What follows belongs to an exercise in optimizing a design on an open flow for small area and a short achievable clock period; a production flow would make more cautious choices.
Where RTL was checked, it was by simulation tests only, not by an equivalence proof against the original.
Only the layout flow was run in run 3; the RTL was not checked for function there.
Power and IR drop assume default switching activity.

`flow/run.sh`:
```
#!/bin/bash
# synth_recipe.tcl (not shown) runs the flow's synth.tcl, then flattens the netlist and writes it again
# the make line also repeats each setting of config.mk as NAME=value (left out here)
make -C /OpenROAD-flow-scripts/flow DESIGN_CONFIG=/design/flow/config.mk WORK_HOME=/design/flow/orfs CLKGATE_MAP_FILE= SYNTH_SCRIPT=/design/flow/synth_recipe.tcl finish
```
`flow/config.mk`:
```
export PLATFORM = sky130hd
export DESIGN_NAME = mem_instr_cargable
export DESIGN_NICKNAME = mem_instr_cargable
export VERILOG_FILES = /design/flow/design.v
export SDC_FILE = /design/flow/constraint.sdc
export NUM_CORES = 4
export LEC_CHECK = 0
export CAP_MARGIN = 20
export CORE_MARGIN = 2
export CORE_UTILIZATION = 65
export CTS_CLUSTER_DIAMETER = 80
export CTS_CLUSTER_SIZE = 25
export PLACE_DENSITY = 0.72
export SETUP_SLACK_MARGIN = 2.55
export SLEW_MARGIN = 20
export SYNTH_HIERARCHICAL = 1
```
`flow/constraint.sdc`:
```
create_clock -name core_clock -period 5.0 [get_ports {i_clk}]
set_input_delay 1.0000 -clock core_clock [delete_from_list [all_inputs] [get_ports {i_clk}]]
set_output_delay 1.0000 -clock core_clock [all_outputs]
set_load 0.01 [all_outputs]
```
`flow/design.v`:
```
package mem_instr_cargable_pkg;
    localparam logic [1:0] S_IDLE = 2'd0;
    localparam logic [1:0] S_LOAD = 2'd1;
    localparam logic [1:0] S_DONE = 2'd2;
    localparam logic [31:0] NOP_WORD      = 32'h0000_0000;
    localparam logic [31:0] HALT_WORD_DEF = 32'hFFFF_FFFF;
endpackage
module mem_instr_byte_packer #(
    parameter int NBITS     = 32,
    parameter int BYTE_BITS = 8
) (
    input  logic                 i_clk,
    input  logic                 i_reset_n,
    input  logic                 i_clr,
    input  logic                 i_byte_en,
    input  logic [BYTE_BITS-1:0] i_byte,
    output logic [NBITS-1:0]     o_word,
    output logic                 o_word_valid
);
    localparam int NB = NBITS / BYTE_BITS;
    localparam int CW = (NB > 1) ? $clog2(NB) : 1;
    localparam int SW = NBITS - BYTE_BITS;
    logic [SW-1:0]    shift_q;
    logic [CW-1:0]    cnt_q;
    assign o_word       = {shift_q, i_byte};
    assign o_word_valid = i_byte_en && (cnt_q == CW'(NB - 1));
    always_ff @(posedge i_clk or negedge i_reset_n) begin
        if (!i_reset_n)
            cnt_q <= '0;
        else if (i_clr)
            cnt_q <= '0;
        else if (i_byte_en)
            cnt_q <= cnt_q + CW'(1);
    end
    always_ff @(posedge i_clk) begin
        if (i_byte_en)
            shift_q <= o_word[SW-1:0];
    end
endmodule
module mem_instr_rd_mux #(
    parameter int NBITS  = 32,
    parameter int CELDAS = 64,
    localparam int AW    = (CELDAS > 1) ? $clog2(CELDAS) : 1
) (
    input  logic [CELDAS*NBITS-1:0] i_words,
    input  logic [AW-1:0]           i_idx,
    input  logic                    i_take,
    input  logic                    i_hold,
    input  logic [NBITS-1:0]        i_q,
    output logic [NBITS-1:0]        o_word
);
    localparam int G = CELDAS / 8;
    logic [7:0]       s_lo, s_hi;
    logic [NBITS-1:0] grp [G];
    always_comb begin
        for (int k = 0; k < 8; k++) begin
            s_lo[k] = (i_idx[2:0] == 3'(k));
            s_hi[k] = (i_idx[AW-1:3] == 3'(k));
        end
    end
    for (genvar g = 0; g < G; g++) begin : g_grp
        for (genvar b = 0; b < NBITS; b++) begin : g_bit
            logic [7:0] d;
            for (genvar k = 0; k < 8; k++) begin : g_k
                assign d[k] = i_words[(g*8+k)*NBITS + b];
            end
            mem_instr_sel8 u_sel (
                .i_sel (s_lo),
                .i_d   (d),
                .o_q   (grp[g][b])
            );
        end
    end
    for (genvar b = 0; b < NBITS; b++) begin : g_hi
        logic [7:0] d;
        logic       rd;
        for (genvar g = 0; g < G; g++) begin : g_g
            assign d[g] = grp[g][b];
        end
        mem_instr_sel8 u_sel (
            .i_sel (s_hi),
            .i_d   (d),
            .o_q   (rd)
        );
        mem_instr_ao22 u_out (
            .i_a0 (i_take),
            .i_a1 (rd),
            .i_b0 (i_hold),
            .i_b1 (i_q[b]),
            .o_q  (o_word[b])
        );
    end
endmodule
module mem_instr_sel8 (
    input  logic [7:0] i_sel,
    input  logic [7:0] i_d,
    output logic       o_q
);
    assign o_q = |(i_sel & i_d);
endmodule
module mem_instr_ao22 (
    input  logic i_a0,
    input  logic i_a1,
    input  logic i_b0,
    input  logic i_b1,
    output logic o_q
);
    assign o_q = (i_a0 & i_a1) | (i_b0 & i_b1);
endmodule
import mem_instr_cargable_pkg::*;
module mem_instr_cargable #(
    parameter int               NBITS     = 32,
    parameter int               CELDAS    = 64,
    parameter int               BYTE_BITS = 8,
    parameter logic [NBITS-1:0] HALT_WORD = NBITS'(HALT_WORD_DEF),
    localparam int              LCW       = $clog2(CELDAS + 1)
) (
    input  logic                 i_clk,
    input  logic                 i_reset_n,
    input  logic [NBITS-1:0]     i_PC,
    input  logic                 i_fetch_en,
    output logic [NBITS-1:0]     o_Instruction,
    output logic                 o_pc_err,
    input  logic                 i_load_start,
    input  logic                 i_load_valid,
    input  logic [BYTE_BITS-1:0] i_load_byte,
    output logic                 o_load_ready,
    output logic                 o_load_done,
    output logic [LCW-1:0]       o_load_count
);
    localparam int CW = $clog2(CELDAS + 1);
    localparam int AW = (CELDAS > 1) ? $clog2(CELDAS) : 1;
    localparam int IW = NBITS - 2;
    logic [NBITS-1:0] mem [CELDAS];
    logic [1:0]       state_q;
    logic [CW-1:0]    count_q;
    logic [NBITS-1:0] instr_q;
    logic             err_q;
    logic             byte_en, pk_clr, word_valid;
    logic [NBITS-1:0] word;
    logic [IW-1:0]    idx;
    logic             unused_pc;
    assign idx       = i_PC[NBITS-1:2];
    assign unused_pc = ^i_PC[1:0];
    assign byte_en   = i_load_valid && (state_q == S_LOAD);
    assign pk_clr    = (state_q == S_IDLE) && i_load_start;
    mem_instr_byte_packer #(
        .NBITS     (NBITS),
        .BYTE_BITS (BYTE_BITS)
    ) u_packer (
        .i_clk        (i_clk),
        .i_reset_n    (i_reset_n),
        .i_clr        (pk_clr),
        .i_byte_en    (byte_en),
        .i_byte       (i_load_byte),
        .o_word       (word),
        .o_word_valid (word_valid)
    );
    always_ff @(posedge i_clk or negedge i_reset_n) begin
        if (!i_reset_n) begin
            state_q <= S_IDLE;
            count_q <= '0;
        end else begin
            unique case (state_q)
                S_LOAD: begin
                    if (word_valid) begin
                        count_q <= count_q + CW'(1);
                        if (count_q == CW'(CELDAS - 1))
                            state_q <= S_DONE;
                    end
                end
                S_DONE: state_q <= S_IDLE;
                default: begin
                    if (i_load_start) begin
                        state_q <= S_LOAD;
                        count_q <= '0;
                    end
                end
            endcase
        end
    end
    logic fetch_hold, fetch_take;
    assign fetch_hold = !i_fetch_en || ((state_q == S_IDLE) && i_load_start);
    assign fetch_take = i_fetch_en && (state_q == S_IDLE) && !i_load_start &&
                        (idx < IW'(CELDAS));
    always_ff @(posedge i_clk or negedge i_reset_n) begin
        if (!i_reset_n)
            instr_q <= '0;
        else
            instr_q <= instr_d;
    end
    always_ff @(posedge i_clk or negedge i_reset_n) begin
        if (!i_reset_n) begin
            err_q <= 1'b0;
        end else if (i_fetch_en) begin
            if (state_q != S_IDLE)
                err_q <= 1'b0;
            else if (!i_load_start)
                err_q <= (idx >= IW'(CELDAS));
        end
    end
    logic [7:0] wr_hi, wr_lo;
    always_comb begin
        for (int j = 0; j < 8; j++) begin
            wr_hi[j] = word_valid && (count_q[AW-1:3] == 3'(j));
            wr_lo[j] = (count_q[2:0] == 3'(j));
        end
    end
    for (genvar w = 0; w < CELDAS; w++) begin : g_word
        always_ff @(posedge i_clk) begin
            if (wr_hi[w / 8] && wr_lo[w % 8])
                mem[w] <= word;
        end
    end
    logic [CELDAS*NBITS-1:0] mem_flat;
    logic [NBITS-1:0]        instr_d;
    for (genvar w = 0; w < CELDAS; w++) begin : g_flat
        assign mem_flat[w*NBITS +: NBITS] = mem[w];
    end
    mem_instr_rd_mux #(
        .NBITS  (NBITS),
        .CELDAS (CELDAS)
    ) u_rd_mux (
        .i_words (mem_flat),
        .i_idx   (idx[AW-1:0]),
        .i_take  (fetch_take),
        .i_hold  (fetch_hold),
        .i_q     (instr_q),
        .o_word  (instr_d)
    );
    assign o_Instruction = instr_q;
    assign o_pc_err      = err_q;
    assign o_load_ready  = state_q[0];
    assign o_load_done   = state_q[1];
    assign o_load_count  = count_q;
endmodule
```
==> results of run 1 <==
## modules after synthesis, one instance, submodules excluded, excerpt
| module | flops+latches | copies in the design |
|---|---|---|
| mem_instr_cargable | 2090 | 1 |
| mem_instr_sel8 | 0 | 288 |
| mem_instr_ao22 | 0 | 32 |
## layout by cell type, fill, tap and decap left out, drive strengths merged, types with 2 or more instances in the layout
cell,count
and3b,11
nand4,291
clkdlybuf4s15,15
nand2,13
ha,10
a22oi,1152
nand3,6
a22o,32
or4,2
bufbuf,13
nor3b,7
o41ai,2
mux2i,3
edfxtp,2072
inv,9
nor2b,5
dlygate4sd2,11
and2,3
o21ai,5
dfrtp,44
o31ai,3
clkbuf,156
nor2,68
clkinv,2
clkdlybuf4s50,26
or3,2
nor4,7
nor3,3
a21oi,3
and3,4
diode,2
buf,383
## synthesized netlist by cell type, types with 7 or more instances
master,count
sky130_fd_sc_hd__a22o_1,32
sky130_fd_sc_hd__a22oi_1,1152
sky130_fd_sc_hd__buf_4,8
sky130_fd_sc_hd__dfrtp_1,44
sky130_fd_sc_hd__edfxtp_1,2072
sky130_fd_sc_hd__ha_1,10
sky130_fd_sc_hd__inv_1,9
sky130_fd_sc_hd__nand2_1,13
sky130_fd_sc_hd__nand4_1,290
sky130_fd_sc_hd__nor2_1,68
sky130_fd_sc_hd__nor3b_1,7
sky130_fd_sc_hd__nor4_1,7
## cells by family (layout without fill, tap and decap cells)
logic type,after synthesis,count (layout),synth area share
compound gates,1200,1200,0.120
xor+xnor,1,1,0.000117
buf+inv,23,615,0.00172
flops,2116,2116,0.843
mux,4,4,0.000550
fa+ha+maj,10,10,0.00167
simple gates,418,425,0.0326
other cells,0,2,0
## worst max-delay path, cell delays in order
cell                      delay (ps)
sky130_fd_sc_hd__buf_12          120
sky130_fd_sc_hd__buf_12          140
sky130_fd_sc_hd__and3b_4         250
sky130_fd_sc_hd__buf_12          180
sky130_fd_sc_hd__buf_12          150
sky130_fd_sc_hd__buf_16          150
sky130_fd_sc_hd__a22oi_2         150
sky130_fd_sc_hd__nand4_1         160
sky130_fd_sc_hd__a22oi_2         390
sky130_fd_sc_hd__nand4_1         230
sky130_fd_sc_hd__a22o_1          280
## power groups by stage
stage,sequential (mW),combinational [mW],clock (mW)
2_1_floorplan,20.9,0.823,0
3_3_place_gp,20.6,2.13,0
3_5_place_dp,20.6,2.20,0
4_1_cts,20.1,2.55,8.68
5_1_grt,20.2,2.83,9.26
6_report,20.2,2.76,8.72
## state kept, by name (all words and copies together), names as in the netlist
signal and count:
count_q 7, err_q 1, instr_q 32, mem 2048, state_q 2, u_packer.cnt_q 2, u_packer.shift_q 24
## timing repair
| item | 4_1_cts | 5_1_grt |
|---|---|---|
| hold buffers | 0 | 0 |
| setup buffers | 106 | 24 |
| gates resized for setup | 456 | 178 |
| gates cloned | 47 | 17 |
| pin swaps | 86 | 130 |
| endpoints found under the setup margin | 2107 | 1452 |
## layout make-up
| class | instances | area [µm²] |
|---|---|---|
| sequential | 2116 | 63300 |
| multi-input combinational | 1640 | 13400 |
| timing repair buffer | 470 | 6590 |
| antenna | 2 | 5.00 |
| clock buffer | 134 | 2570 |
| clock inverter | 2 | 13.8 |
| tap | 1512 | 1890 |
| inverter | 9 | 33.8 |
| fill | 5970 | 26600 |
## path summary, 6_finish.rpt
path,end,slack [ps],cells after the start
min in group core_clock,u_packer.shift_q[15],490,0
max reg2reg,mem[55][28],2530,7
min,instr_q[15],400,2
max,instr_q[11],2380,11
min reg2reg,u_packer.shift_q[15],490,0
max in group asynchronous,instr_q[10],3920,2
## through the flow
stage / power, mW / instance area, µm² / hold WS, ps / cells / setup TNS (ps)
finish: 31.6 / 87900 / 405 / 5885 / 0
global route: 32.3 / 87900 / 459 / 5883 / 0
CTS: 31.4 / 86500 / 426 / 5842 / 0
detailed placement: 22.8 / 80300 / 436 / 5553 / 0
global placement: 22.7 / 80300 / 431 / 5553 / 0
floorplan: 21.7 / 75400 / 490 / 3772 / -57360
## layer usage
metal  part of all wire  vias up  track usage
met5            0.00078        -            0
met4              0.055       26        0.181
met3               0.15      607       0.0893
met2               0.45     3878        0.574
met1               0.34    23000        0.543
li1                   -    17700            -
==> impl_table.tex, run 1 <==
\begin{tabular}{lr}
\hline
Metric & Value \\
\hline
\multicolumn{2}{l}{\textbf{Synth}} \\
Count of unique library cells instantiated by Yosys & 40 \\
Sequential element share of the synthesized area & 0.843 \\
Dominant cell type by area after synthesis & sky130\_fd\_sc\_hd\_\_edfxtp\_1 \\
Post-synth net total & 3,827 \\
Share of async-settable or async-resettable flops after synthesis & 0.0208 \\
Post-Synthesis Cells & 3,772 \\
Number of enable flip-flop cells after synthesis & 2,072 \\
Syn avg cell area & 19.9 µm² \\
Primary FF master, synth & sky130\_fd\_sc\_hd\_\_edfxtp\_1 \\
Synthesized cell area & 0.0751 mm² \\
Main area contributors after synthesis & sky130\_fd\_sc\_hd\_\_edfxtp\_1, sky130\_fd\_sc\_hd\_\_a22oi\_1, sky130\_fd\_sc\_hd\_\_nand4\_1 \\
Total of warnings raised by yosys & 11 \\
Flop and latch count out of synthesis & 2,116 \\
Post-synth top area share & 0.828 \\
\multicolumn{2}{l}{\textbf{Global route}} \\
Number of antenna violations at the first check in global routing & 16 \\
Leftover overflow at the end of global routing & 0 \\
GR Util All Layers & 0.382 \\
Largest net degree at the start of global routing & 66 \\
Via count of the first global-routing pass & 42,700 \\
First-pass GRT wire length & 315,000 µm \\
\multicolumn{2}{l}{\textbf{Route}} \\
Antenna viol nets, final & 0 \\
\# DRC & 0 \\
Total length of routed wires & 231,000 µm \\
1st-pass router iterations & 6 \\
DR WL/cell & 39.3 µm \\
Detailed-route via count & 45,200 \\
Drt via density & 7.69 \\
Starting DRT DRC Count & 7,743 \\
\multicolumn{2}{l}{\textbf{Finish}} \\
Post-synthesis to final-layout area growth & 17.0\% \\
Layout cell share with drive strength beyond 1 & 0.195 \\
Final cell utilization of the core & 0.768 \\
Final \#Nets & 4,386 \\
\multicolumn{2}{l}{\textbf{Pwr}} \\
Share of total power in the clock network & 0.276 \\
Net switching share of the total power & 0.229 \\
Static power due to leakage & 26.7 nW \\
Combinational Power Share & 0.087 \\
Relative contribution of sequential cells to total power & 0.637 \\
Worst-case vdd ir drop & 0.000416 V \\
Pwr per Cell Area & 360 mW/mm² \\
Switching power & 7.25 mW \\
Internal cell power & 24.4 mW \\
\multicolumn{2}{l}{\textbf{Floorplan}} \\
Width of the chip & 344 µm \\
Cell row count & 124 \\
Die height & 344 µm \\
Starting Density & 0.656 \\
Number of top-level design ports & 87 \\
Total core area & 0.115 mm² \\
Floorplan die area & 0.118 mm² \\
\multicolumn{2}{l}{\textbf{Job}} \\
Maxcap violations & 0 \\
\multicolumn{2}{l}{\textbf{Placed design}} \\
Number of buffers added on ports & 84 \\
Post-Place Setup Slack & 707 ps \\
Routability-driven placement congestion ratio & 0.866 \\
Detailed-placement wirelength estimate & 110,000 µm \\
\multicolumn{2}{l}{\textbf{Clocking}} \\
Number of clock buffers inserted by TritonCTS & 94 \\
CTS root buffer & sky130\_fd\_sc\_hd\_\_clkbuf\_16 \\
Reg clk slew, reported paths & 100 ps \\
Skew-Pair Late Insertion Delay & 730 ps \\
TritonCTS clock tree & built \\
Htree depth & 3 \\
CTS max path bufs & 3 \\
Number of sinks handled by clock tree synthesis & 2,116 \\
\multicolumn{2}{l}{\textbf{Timing}} \\
Tmin final & 2620 ps \\
Period utilisation layout & 0.523 \\
Unrepaired setup endpoints after global routing & yes \\
Tightest slew margin relative to the limit & 0.197 \\
Endpoints failing hold & 0 \\
Worst-Margin Slew & 1200 ps \\
F\_max & 382 MHz \\
Clock Skew & 26.4 ps \\
Final worst-path setup slack & 2380 ps \\
Finish-stage setup viols & 0 \\
Count of final max-slew check failures & 0 \\
\multicolumn{2}{l}{\textbf{Status}} \\
Status & timing/DRC/antenna clean \\
\multicolumn{2}{l}{\textbf{Worst setup path}} \\
Critical Path RT & 5620 ps \\
Critical path peak fanout & 8 \\
Kind of launch point of the worst setup path & primary input \\
Type of element capturing the critical path & register \\
Beginning of the worst register-to-register path & count\_q[1] \\
Arrival time reported for the critical path endpoint & 3240 ps \\
Start-to-end type of the worst setup path & primary input to register \\
CP Launch Point & i\_PC[2] \\
\multicolumn{2}{l}{\textbf{Min path}} \\
Worst hold-check path type & primary input to asynchronous set/reset pin \\
\hline
\end{tabular}
==> run 2: changes to the inputs <==
--- a/flow/config.mk
+++ b/flow/config.mk
@@ -9,6 +9,6 @@
 export CORE_MARGIN = 2
 export CORE_UTILIZATION = 65
-export CTS_CLUSTER_DIAMETER = 80
-export CTS_CLUSTER_SIZE = 25
+export CTS_CLUSTER_DIAMETER = 70
+export CTS_CLUSTER_SIZE = 20
 export PLACE_DENSITY = 0.72
 export SETUP_SLACK_MARGIN = 2.55
==> impl_table.tex, run 2 <==
\begin{tabular}{lr}
\hline
Metric & Value \\
\hline
\multicolumn{2}{l}{\textbf{Status}} \\
Status & timing/DRC/antenna clean \\
\multicolumn{2}{l}{\textbf{Clocking}} \\
TritonCTS clock tree & built \\
Number of buffers inserted for hold repair after clock tree synthesis & 0 (unchanged) \\
Number of clock buffers inserted by TritonCTS & 117 (+24\%) \\
Skew-Pair Late Insertion Delay & 730 ps (about the same) \\
Reg clk slew, reported paths & 80 ps (-20 ps) \\
CTS max path bufs & 3 (unchanged) \\
Htree depth & 3 (unchanged) \\
CTS root buffer & sky130\_fd\_sc\_hd\_\_clkbuf\_16 \\
Number of sinks handled by clock tree synthesis & 2,116 (unchanged) \\
\multicolumn{2}{l}{\textbf{Pwr}} \\
Combinational Power Share & 0.083 (-0.004) \\
Switching power & 7.46 mW (+2.8\%) \\
Pwr per Cell Area & 371 mW/mm² (+3.1\%) \\
Share of total power in the clock network & 0.302 (+0.026) \\
Internal cell power & 25.3 mW (+3.8\%) \\
Static power due to leakage & 27.0 nW (+1.1\%) \\
Overall power of the completed layout & 32.8 mW (+3.6\%) \\
Worst-case vdd ir drop & 0.000359 V (-14\%) \\
Relative contribution of sequential cells to total power & 0.615 (-0.022) \\
Net switching share of the total power & 0.228 (-0.00165) \\
\multicolumn{2}{l}{\textbf{Worst setup path}} \\
R2R Setup Slk & 2530 ps (about the same) \\
Kind of launch point of the worst setup path & primary input \\
Critical path peak fanout & 13 (+5) \\
Type of element capturing the critical path & register \\
Critical Path RT & 5620 ps (about the same) \\
Arrival time reported for the critical path endpoint & 3280 ps (+40 ps) \\
Start-to-end type of the worst setup path & primary input to register \\
\multicolumn{2}{l}{\textbf{Route}} \\
Starting DRT DRC Count & 7,973 (+3.0\%) \\
1st-pass router iterations & 6 (unchanged) \\
Detailed-route via count & 45,500 (+0.60\%) \\
DR WL/cell & 39.3 µm (about the same) \\
Met3 wirelength from detailed routing & 36,700 µm (+5.1\%) \\
Total length of routed wires & 233,000 µm (+0.70\%) \\
Highest routed layer & met5 \\
Met2 WL post-DR & 105,000 µm (-0.10\%) \\
Antenna viol nets, final & 0 (unchanged) \\
Drt via density & 7.67 (-0.16\%) \\
M1 wire length & 77,800 µm (-1.0\%) \\
\# DRC & 0 (unchanged) \\
\multicolumn{2}{l}{\textbf{Global route}} \\
Via count of the first global-routing pass & 42,400 (-0.75\%) \\
Number of antenna violations at the first check in global routing & 14 (-2) \\
Largest net degree at the start of global routing & 66 (unchanged) \\
First-pass GRT wire length & 306,000 µm (-2.8\%) \\
Leftover overflow at the end of global routing & 0 (unchanged) \\
GR Util All Layers & 0.369 (-0.0138) \\
\multicolumn{2}{l}{\textbf{Timing}} \\
F\_max & 376 MHz (-1.7\%) \\
Unrepaired setup endpoints after global routing & yes \\
Tightest slew margin relative to the limit & 0.226 (+0.0283) \\
Endpoints failing hold & 0 (unchanged) \\
Period utilisation layout & 0.532 (+0.00885) \\
Clock Skew & 22.5 ps (-3.91 ps) \\
Tmin final & 2660 ps (+44.3 ps) \\
Count of final max-slew check failures & 0 (unchanged) \\
Finish-stage setup viols & 0 (unchanged) \\
Worst-Margin Slew & 1160 ps (-42.4 ps) \\
Sum of negative setup slack & 0 ps (unchanged) \\
\multicolumn{2}{l}{\textbf{Synth}} \\
Post-synth top area share & 0.828 (unchanged) \\
Flop and latch count out of synthesis & 2,116 (unchanged) \\
Total of warnings raised by yosys & 11 (unchanged) \\
Share of async-settable or async-resettable flops after synthesis & 0.0208 (unchanged) \\
Cell types with the highest counts after synthesis & sky130\_fd\_sc\_hd\_\_edfxtp\_1, sky130\_fd\_sc\_hd\_\_a22oi\_1, sky130\_fd\_sc\_hd\_\_nand4\_1 \\
Synthesized cell area & 0.0751 mm² (unchanged) \\
Number of enable flip-flop cells after synthesis & 2,072 (unchanged) \\
Sequential element share of the synthesized area & 0.843 (unchanged) \\
Count of unique library cells instantiated by Yosys & 40 (unchanged) \\
Syn avg cell area & 19.9 µm² (unchanged) \\
Post-Synthesis Cells & 3,772 (unchanged) \\
Most numerous cell in the Yosys netlist & sky130\_fd\_sc\_hd\_\_edfxtp\_1 \\
Post-synth net total & 3,827 (unchanged) \\
Primary FF master, synth & sky130\_fd\_sc\_hd\_\_edfxtp\_1 \\
Dominant cell type by area after synthesis & sky130\_fd\_sc\_hd\_\_edfxtp\_1 \\
Main area contributors after synthesis & sky130\_fd\_sc\_hd\_\_edfxtp\_1, sky130\_fd\_sc\_hd\_\_a22oi\_1, sky130\_fd\_sc\_hd\_\_nand4\_1 \\
\multicolumn{2}{l}{\textbf{Finish}} \\
Layout cell share with drive strength beyond 1 & 0.188 (-0.00682) \\
Leading cell types in the layout, fill and taps excluded & sky130\_fd\_sc\_hd\_\_edfxtp\_1, sky130\_fd\_sc\_hd\_\_a22oi\_1, sky130\_fd\_sc\_hd\_\_nand4\_1, sky130\_fd\_sc\_hd\_\_buf\_4, sky130\_fd\_sc\_hd\_\_clkbuf\_16 \\
Top flop regs & mem (2048), instr\_q (32), u\_packer.shift\_q (24) \\
Antenna cells & 0 (-2) \\
Post-synthesis to final-layout area growth & 17.5\% \\
Most common cell after layout, fill and taps aside & sky130\_fd\_sc\_hd\_\_edfxtp\_1 \\
Flip-flop count of the largest register, all copies and words added & 2,048 (unchanged) \\
Post-route non-filler standard cell count & 5,930 (+0.76\%) \\
Largest reg by FF count & mem \\
Final \#Nets & 4,415 (+0.66\%) \\
\multicolumn{2}{l}{\textbf{Job}} \\
Maxcap violations & 0 (unchanged) \\
\multicolumn{2}{l}{\textbf{Floorplan}} \\
Cell row count & 124 (unchanged) \\
Die height & 344 µm (unchanged) \\
Floorplan die area & 0.118 mm² (unchanged) \\
Total core area & 0.115 mm² (unchanged) \\
Starting Density & 0.656 (unchanged) \\
Number of top-level design ports & 87 (unchanged) \\
Width of the chip & 344 µm (unchanged) \\
\multicolumn{2}{l}{\textbf{Placed design}} \\
Detailed-placement wirelength estimate & 110,000 µm (unchanged) \\
Placed cells & 5,553 (unchanged) \\
Routability-driven placement congestion ratio & 0.866 (unchanged) \\
Number of buffers added on ports & 84 (unchanged) \\
\multicolumn{2}{l}{\textbf{Min path}} \\
Worst hold-check path type & primary input to asynchronous set/reset pin \\
\hline
\end{tabular}
[run 2: logic make-up after synthesis]
group / after synthesis / share of synthesized area
AO/OA/AOI/OAI: 1200 / 0.120
multiplexers: 4 / 0.000550
flip-flops: 2116 / 0.843
adder cells (fa/ha/maj): 10 / 0.00167
buffers and inverters: 23 / 0.00172
XOR/XNOR: 1 / 0.000117
AND/OR/NAND/NOR: 418 / 0.0326
[run 2: modules after synthesis, one instance, submodules excluded, a selection]
module | cell area [µm²] | copies in the design | flip-flops and latches | cells
mem_instr_ao22 | 8.76 | 32 | 0 | 1
mem_instr_sel8 | 36.3 | 288 | 0 | 5
mem_instr_cargable | 63400 | 1 | 2090 | 2244
[run 2: path summary, 6_finish.rpt]
check	depth (start not counted)	to	start
min in group core_clock	0	u_packer.shift_q[9]	u_packer.shift_q[1]
setup / recovery	11	instr_q[3]	i_PC[3]
setup reg to reg	9	mem[34][28]	state_q[1]
hold reg to reg	0	u_packer.shift_q[9]	u_packer.shift_q[1]
max in group asynchronous	2	instr_q[21]	i_reset_n
hold / removal	2	instr_q[24]	i_reset_n
[run 2: worst max-delay path: stages]
cell                      delay, ps
sky130_fd_sc_hd__buf_12         100
sky130_fd_sc_hd__buf_12         140
sky130_fd_sc_hd__buf_12         130
sky130_fd_sc_hd__and3b_4        260
sky130_fd_sc_hd__buf_4          190
sky130_fd_sc_hd__buf_16         160
sky130_fd_sc_hd__a22oi_1        190
sky130_fd_sc_hd__nand4_1        150
sky130_fd_sc_hd__a22oi_2        460
sky130_fd_sc_hd__nand4_1        210
sky130_fd_sc_hd__a22o_1         260
[run 2: metal layers]
| layer | vias to the layer above | track usage |
|---|---|---|
| li1 | 17800 | - |
| met1 | 22800 | 0.520 |
| met2 | 4206 | 0.558 |
| met3 | 689 | 0.0849 |
| met4 | 30 | 0.174 |
| met5 | - | 0 |
[run 2: area by class of cell]
| cell class | instances | area, µm² |
|---|---|---|
| sequential | 2116 | 63300 |
| timing repair buffer | 475 | 6540 |
| clock inverter | 9 | 105 |
| clock buffer | 168 | 3210 |
| inverter | 9 | 33.8 |
| fill | 5888 | 26200 |
| tap | 1512 | 1890 |
| multi-input combinational | 1641 | 13100 |
[run 2: power groups by stage]
stage / combinational, mW / sequential [mW] / clock [mW]
final: 2.71 / 20.2 / 9.90
after detailed placement: 2.20 / 20.6 / 0
after global placement: 2.13 / 20.6 / 0
after floorplan: 0.823 / 20.9 / 0
after CTS: 2.43 / 20.2 / 9.87
after global routing: 2.77 / 20.2 / 10.5
[run 2: timing repair]
action	CTS	global route
gates resized for setup	421	155
pin swaps	74	91
endpoints found under the setup margin	2107	1614
cloned	31	38
setup buffers	85	45
[run 2: per-stage QoR]
stage / util / hold WS [ps] / cell area [µm²] / worst slack [ps]
global route: 0.771 / 470 / 88300 / 2340
global placement: 0.702 / 431 / 80300 / 736
finish: 0.771 / 428 / 88300 / 2340
CTS: 0.754 / 414 / 86300 / 2450
floorplan: - / 490 / 75400 / -1790
detailed placement: 0.702 / 436 / 80300 / 707
==> run 3: changes to the inputs <==
--- a/flow/design.v
+++ b/flow/design.v
@@ -107,4 +107,13 @@
 );
     assign o_q = (i_a0 & i_a1) | (i_b0 & i_b1);
+endmodule
+module mem_instr_ld_hold (
+    input  logic i_ld,
+    input  logic i_hold,
+    input  logic i_d,
+    input  logic i_q,
+    output logic o_d
+);
+    assign o_d = (i_ld & i_d) | (i_hold & i_q);
 endmodule
 import mem_instr_cargable_pkg::*;
@@ -208,8 +217,18 @@
     end
     for (genvar w = 0; w < CELDAS; w++) begin : g_word
-        always_ff @(posedge i_clk) begin
-            if (wr_hi[w / 8] && wr_lo[w % 8])
-                mem[w] <= word;
-        end
+        logic             ld;
+        logic [NBITS-1:0] nxt;
+        assign ld = wr_hi[w / 8] && wr_lo[w % 8];
+        for (genvar b = 0; b < NBITS; b++) begin : g_bit
+            mem_instr_ld_hold u_ld (
+                .i_ld   (ld),
+                .i_hold (!ld),
+                .i_d    (word[b]),
+                .i_q    (mem[w][b]),
+                .o_d    (nxt[b])
+            );
+        end
+        always_ff @(posedge i_clk)
+            mem[w] <= nxt;
     end
     logic [CELDAS*NBITS-1:0] mem_flat;
--- a/flow/config.mk
+++ b/flow/config.mk
@@ -9,6 +9,6 @@
 export CORE_MARGIN = 2
 export CORE_UTILIZATION = 65
-export CTS_CLUSTER_DIAMETER = 70
-export CTS_CLUSTER_SIZE = 20
+export CTS_CLUSTER_DIAMETER = 80
+export CTS_CLUSTER_SIZE = 25
 export PLACE_DENSITY = 0.72
 export SETUP_SLACK_MARGIN = 2.55
==> impl_table.tex, run 3 <==
\begin{tabular}{lr}
\hline
Metric & Value \\
\hline
\multicolumn{2}{l}{\textbf{Worst setup path}} \\
Start-to-end type of the worst setup path & primary input to register \\
Library cell contributing the largest single delay on the critical path & sky130\_fd\_sc\_hd\_\_a22oi\_2 \\
Buffers \& Inverters on Critical Path & 4 (-1) \\
Worst path max stage delay & 540 ps (+80 ps) \\
Kind of launch point of the worst setup path & primary input \\
Category of cells accounting for the largest share of critical-path delay & compound AO/OA/AOI/OAI gates \\
Arrival time reported for the critical path endpoint & 3420 ps (+140 ps) \\
Critical Path RT & 5630 ps (about the same) \\
Type of element capturing the critical path & register \\
Critical path peak fanout & 7 (-6) \\
Cells along the critical path & buf\_16 > and3b\_4 > buf\_12 > buf\_12 > buf\_4 > a22oi\_2 > nand4\_1 > a22oi\_2 > nand4\_1 > a22o\_1 \\
\multicolumn{2}{l}{\textbf{Clocking}} \\
CTS root buffer & sky130\_fd\_sc\_hd\_\_clkbuf\_16 \\
CTS max path bufs & 3 (unchanged) \\
Number of buffers inserted for hold repair after clock tree synthesis & 0 (unchanged) \\
Htree depth & 3 (unchanged) \\
TritonCTS clock tree & built \\
Skew-Pair Late Insertion Delay & 750 ps (+20 ps) \\
Number of clock buffers inserted by TritonCTS & 95 (-19\%) \\
Number of sinks handled by clock tree synthesis & 2,116 (unchanged) \\
Reg clk slew, reported paths & 100 ps (+20 ps) \\
\multicolumn{2}{l}{\textbf{Pwr}} \\
Static power due to leakage & 33.5 nW (+24\%) \\
Overall power of the completed layout & 33.5 mW (+2.3\%) \\
Worst-case vdd ir drop & 0.000369 V (+2.8\%) \\
Pwr per Cell Area & 383 mW/mm² (+3.1\%) \\
\multicolumn{2}{l}{\textbf{Job}} \\
Maxcap violations & 0 (unchanged) \\
\multicolumn{2}{l}{\textbf{Finish}} \\
Flip-flop count of the largest register, all copies and words added & 2,048 (unchanged) \\
Layout cell share with drive strength beyond 1 & 0.167 (-0.0212) \\
Post-route non-filler standard cell count & 8,280 (+40\%) \\
Post-synthesis to final-layout area growth & 20.3\% \\
Most common cell after layout, fill and taps aside & sky130\_fd\_sc\_hd\_\_a22o\_1 \\
Leading cell types in the layout, fill and taps excluded & sky130\_fd\_sc\_hd\_\_a22o\_1, sky130\_fd\_sc\_hd\_\_dfxtp\_1, sky130\_fd\_sc\_hd\_\_a22oi\_1, sky130\_fd\_sc\_hd\_\_buf\_4, sky130\_fd\_sc\_hd\_\_nand4\_1 \\
Top flop regs & mem (2048), instr\_q (32), u\_packer.shift\_q (24) \\
Final \#Nets & 6,813 (+54\%) \\
Final non-filler cell area & 0.0876 mm² (-0.79\%) \\
Largest reg by FF count & mem \\
\multicolumn{2}{l}{\textbf{Floorplan}} \\
Die height & 339 µm (-1.5\%) \\
Number of top-level design ports & 87 (unchanged) \\
Floorplan die area & 0.115 mm² (-3.1\%) \\
Cell row count & 122 (-1.6\%) \\
Total core area & 0.111 mm² (-3.2\%) \\
Width of the chip & 339 µm (-1.5\%) \\
Starting Density & 0.657 (+0.000845) \\
\multicolumn{2}{l}{\textbf{Placed design}} \\
Detailed-placement wirelength estimate & 158,000 µm (+44\%) \\
Routability-driven placement congestion ratio & 0.914 (+5.5\%) \\
Number of buffers added on ports & 84 (unchanged) \\
Placed cells & 7,808 (+41\%) \\
Post-Place Setup Slack & 644 ps (-62.3 ps) \\
Dpl cell area & 0.0790 mm² (-1.7\%) \\
\multicolumn{2}{l}{\textbf{Synth}} \\
Flop and latch count out of synthesis & 2,116 (unchanged) \\
Count of unique library cells instantiated by Yosys & 36 (-10\%) \\
Synthesized cell area & 0.0728 mm² (-3.1\%) \\
Sequential element share of the synthesized area & 0.588 (-0.255) \\
Total of warnings raised by yosys & 12 (+1) \\
Number of enable flip-flop cells after synthesis & 24 (-99\%) \\
Primary FF master, synth & sky130\_fd\_sc\_hd\_\_dfxtp\_1 \\
Post-synth top area share & 0.563 (-0.265) \\
Post-synth net total & 5,944 (+55\%) \\
Syn avg cell area & 12.4 µm² (-38\%) \\
Main area contributors after synthesis & sky130\_fd\_sc\_hd\_\_dfxtp\_1, sky130\_fd\_sc\_hd\_\_a22o\_1, sky130\_fd\_sc\_hd\_\_a22oi\_1 \\
Post-Synthesis Cells & 5,889 (+56\%) \\
Cell types with the highest counts after synthesis & sky130\_fd\_sc\_hd\_\_a22o\_1, sky130\_fd\_sc\_hd\_\_dfxtp\_1, sky130\_fd\_sc\_hd\_\_a22oi\_1 \\
Dominant cell type by area after synthesis & sky130\_fd\_sc\_hd\_\_dfxtp\_1 \\
Share of async-settable or async-resettable flops after synthesis & 0.0208 (unchanged) \\
Most numerous cell in the Yosys netlist & sky130\_fd\_sc\_hd\_\_a22o\_1 \\
\multicolumn{2}{l}{\textbf{Global route}} \\
Largest net degree at the start of global routing & 65 (-1.5\%) \\
Leftover overflow at the end of global routing & 0 (unchanged) \\
Number of antenna violations at the first check in global routing & 15 (+1) \\
GR Util All Layers & 0.491 (+0.123) \\
First-pass GRT wire length & 425,000 µm (+39\%) \\
Via count of the first global-routing pass & 63,300 (+49\%) \\
\multicolumn{2}{l}{\textbf{Timing}} \\
Finish-stage setup viols & 0 (unchanged) \\
Tightest slew margin relative to the limit & 0.181 (-0.0443) \\
Count of final max-slew check failures & 0 (unchanged) \\
Unrepaired setup endpoints after global routing & yes \\
Worst-Margin Slew & 1230 ps (+66.5 ps) \\
Endpoints failing hold & 0 (unchanged) \\
Tmin final & 2790 ps (+128 ps) \\
Worst Hold Slack & 376 ps (-52.1 ps) \\
Period utilisation layout & 0.558 (+0.0256) \\
Final worst-path setup slack & 2210 ps (-128 ps) \\
F\_max & 359 MHz (-4.6\%) \\
Clock Skew & 31.2 ps (+8.75 ps) \\
\multicolumn{2}{l}{\textbf{Route}} \\
\# DRC & 0 (unchanged) \\
Antenna viol nets, final & 0 (unchanged) \\
DR WL/cell & 36.8 µm (-6.4\%) \\
Total length of routed wires & 305,000 µm (+31\%) \\
1st-pass router iterations & 14 (+8) \\
Starting DRT DRC Count & 11,800 (+48\%) \\
Drt via density & 8.14 (+6.0\%) \\
Detailed-route via count & 67,400 (+48\%) \\
\multicolumn{2}{l}{\textbf{Status}} \\
Status & timing/DRC/antenna clean \\
\multicolumn{2}{l}{\textbf{Min path}} \\
Worst hold-check path type & primary input to asynchronous set/reset pin \\
\hline
\end{tabular}
## run 3: cell count changes in the layout (fill, tap and decap cells not counted), sizes merged, moves of 6 or more
cell      change
clkbuf       -72
inv          +40
nand2        +71
buf         +282
a22o       +2048
nor2         -50
clkinvlp     +34
edfxtp     -2048
bufbuf        +6
diode        +11
dfxtp      +2048
## run 3: stage by stage
| stage | util | TNS [ps] |
|---|---|---|
| after detailed placement | 0.713 | 0 |
| final | 0.790 | 0 |
| after floorplan | - | -57290 |
| after CTS | 0.774 | 0 |
| after global placement | 0.712 | 0 |
| after global routing | 0.790 | 0 |
## run 3: repair_timing
action / in CTS / in global routing
gates cloned: 63 / 23
pin swaps: 119 / 139
setup buffers: 181 / 71
endpoints found under the setup margin: 2122 / 1365
gates resized for setup: 444 / 195
## run 3: worst paths after layout
check,start,to,slack [ps],cells after the start
worst max-delay path,i_PC[3],instr_q[28],2210,10
min in group core_clock,u_packer.shift_q[5],u_packer.shift_q[13],470,0
worst min-delay path,i_reset_n,count_q[5],380,2
worst max register to register,state_q[1],mem[13][25],2550,11
max in group asynchronous,i_reset_n,instr_q[26],4070,2
worst min register to register,u_packer.shift_q[5],u_packer.shift_q[13],470,0
## run 3: logic make-up after synthesis
family | count (synthesis) | share of synthesized area
AO/OA/AOI/OAI | 3241 | 0.370
flip-flops | 2116 | 0.588
AND/OR/NAND/NOR | 427 | 0.0344
buffers and inverters | 88 | 0.00502
adder cells (fa/ha/maj) | 10 | 0.00172
XOR/XNOR | 4 | 0.000481
multiplexers | 3 | 0.000464
## run 3: final cells by class
class | instances | area [µm²]
clock buffer | 116 | 2500
tap | 1488 | 1860
antenna | 11 | 27.5
timing repair inverter | 15 | 113
clock inverter | 4 | 43.8
timing repair buffer | 748 | 8440
multi-input combinational | 3712 | 31400
sequential | 2116 | 42800
fill | 6949 | 23200
inverter | 70 | 344
## run 3: worst register-to-register path, cell delays in order (launching register included)
cell                       delay (ps)
sky130_fd_sc_hd__dfrtp_1          420
sky130_fd_sc_hd__inv_2             80
sky130_fd_sc_hd__ha_4             130
sky130_fd_sc_hd__and2_4           130
sky130_fd_sc_hd__and2_4           180
sky130_fd_sc_hd__nand2b_4         160
sky130_fd_sc_hd__buf_6            170
sky130_fd_sc_hd__nor2_4           160
sky130_fd_sc_hd__buf_12           190
sky130_fd_sc_hd__buf_4            150
sky130_fd_sc_hd__nand2_4          220
sky130_fd_sc_hd__a22o_1           360
## run 3: per-module statistics from Yosys (local to each module, per instance), a selection
module	flip-flops and latches	copies in the design	cell area (µm²)	cells inside
mem_instr_ao22	0	32	8.76	1
mem_instr_ld_hold	0	2048	8.76	1
mem_instr_sel8	0	288	36.3	5
mem_instr_cargable	2090	1	43100	2313
## run 3: routing by layer
layer / track usage / wire length, µm / vias up
met5: 0.00333 / 482 / -
met4: 0.364 / 29200 / 22
met3: 0.185 / 48900 / 1562
met2: 0.689 / 121000 / 6149
met1: 0.616 / 105000 / 32900
li1: - / - / 26800
## run 3: power breakdown
group          switching [mW]  internal (mW)  total, mW
registers                1.14           18.7       19.8
logic                    2.84           1.90       4.74
clock network            5.38           3.55       8.93

port drivers added, routing unchanged:
In the flow no input, the clock included, has a driving cell. The finished layouts below were timed again as built, in two steps. Step 1: set_driving_cell puts a clkbuf_16 on i_clk and a buf_2 on each other input, an assumption about the parent block. Step 2 also shifts input and output timing later by t, the mid clock arrival at the registers, as if the neighbouring blocks saw the same clock. Three values: no drivers, after step 1, after step 2; two values: the first two.
run | t, ns | setup slack, ns | slew at the worst register clock pin (ns) | pins driven straight from the clock port
run 1 | 0.792 | 2.384 / 2.383 / 1.590 | 0.11 / 0.11 | 1
run 2 | 0.800 | 2.340 / 2.356 / 1.556 | 0.09 / 0.09 | 1
run 3 | 0.821 | 2.212 / 2.065 / 1.244 | 0.11 / 0.11 | 1
After both steps setup and hold are still met in every run listed. The setup slack of run 3, which loses most, moves by -0.147 ns with the drivers and by -0.968 ns with both steps.
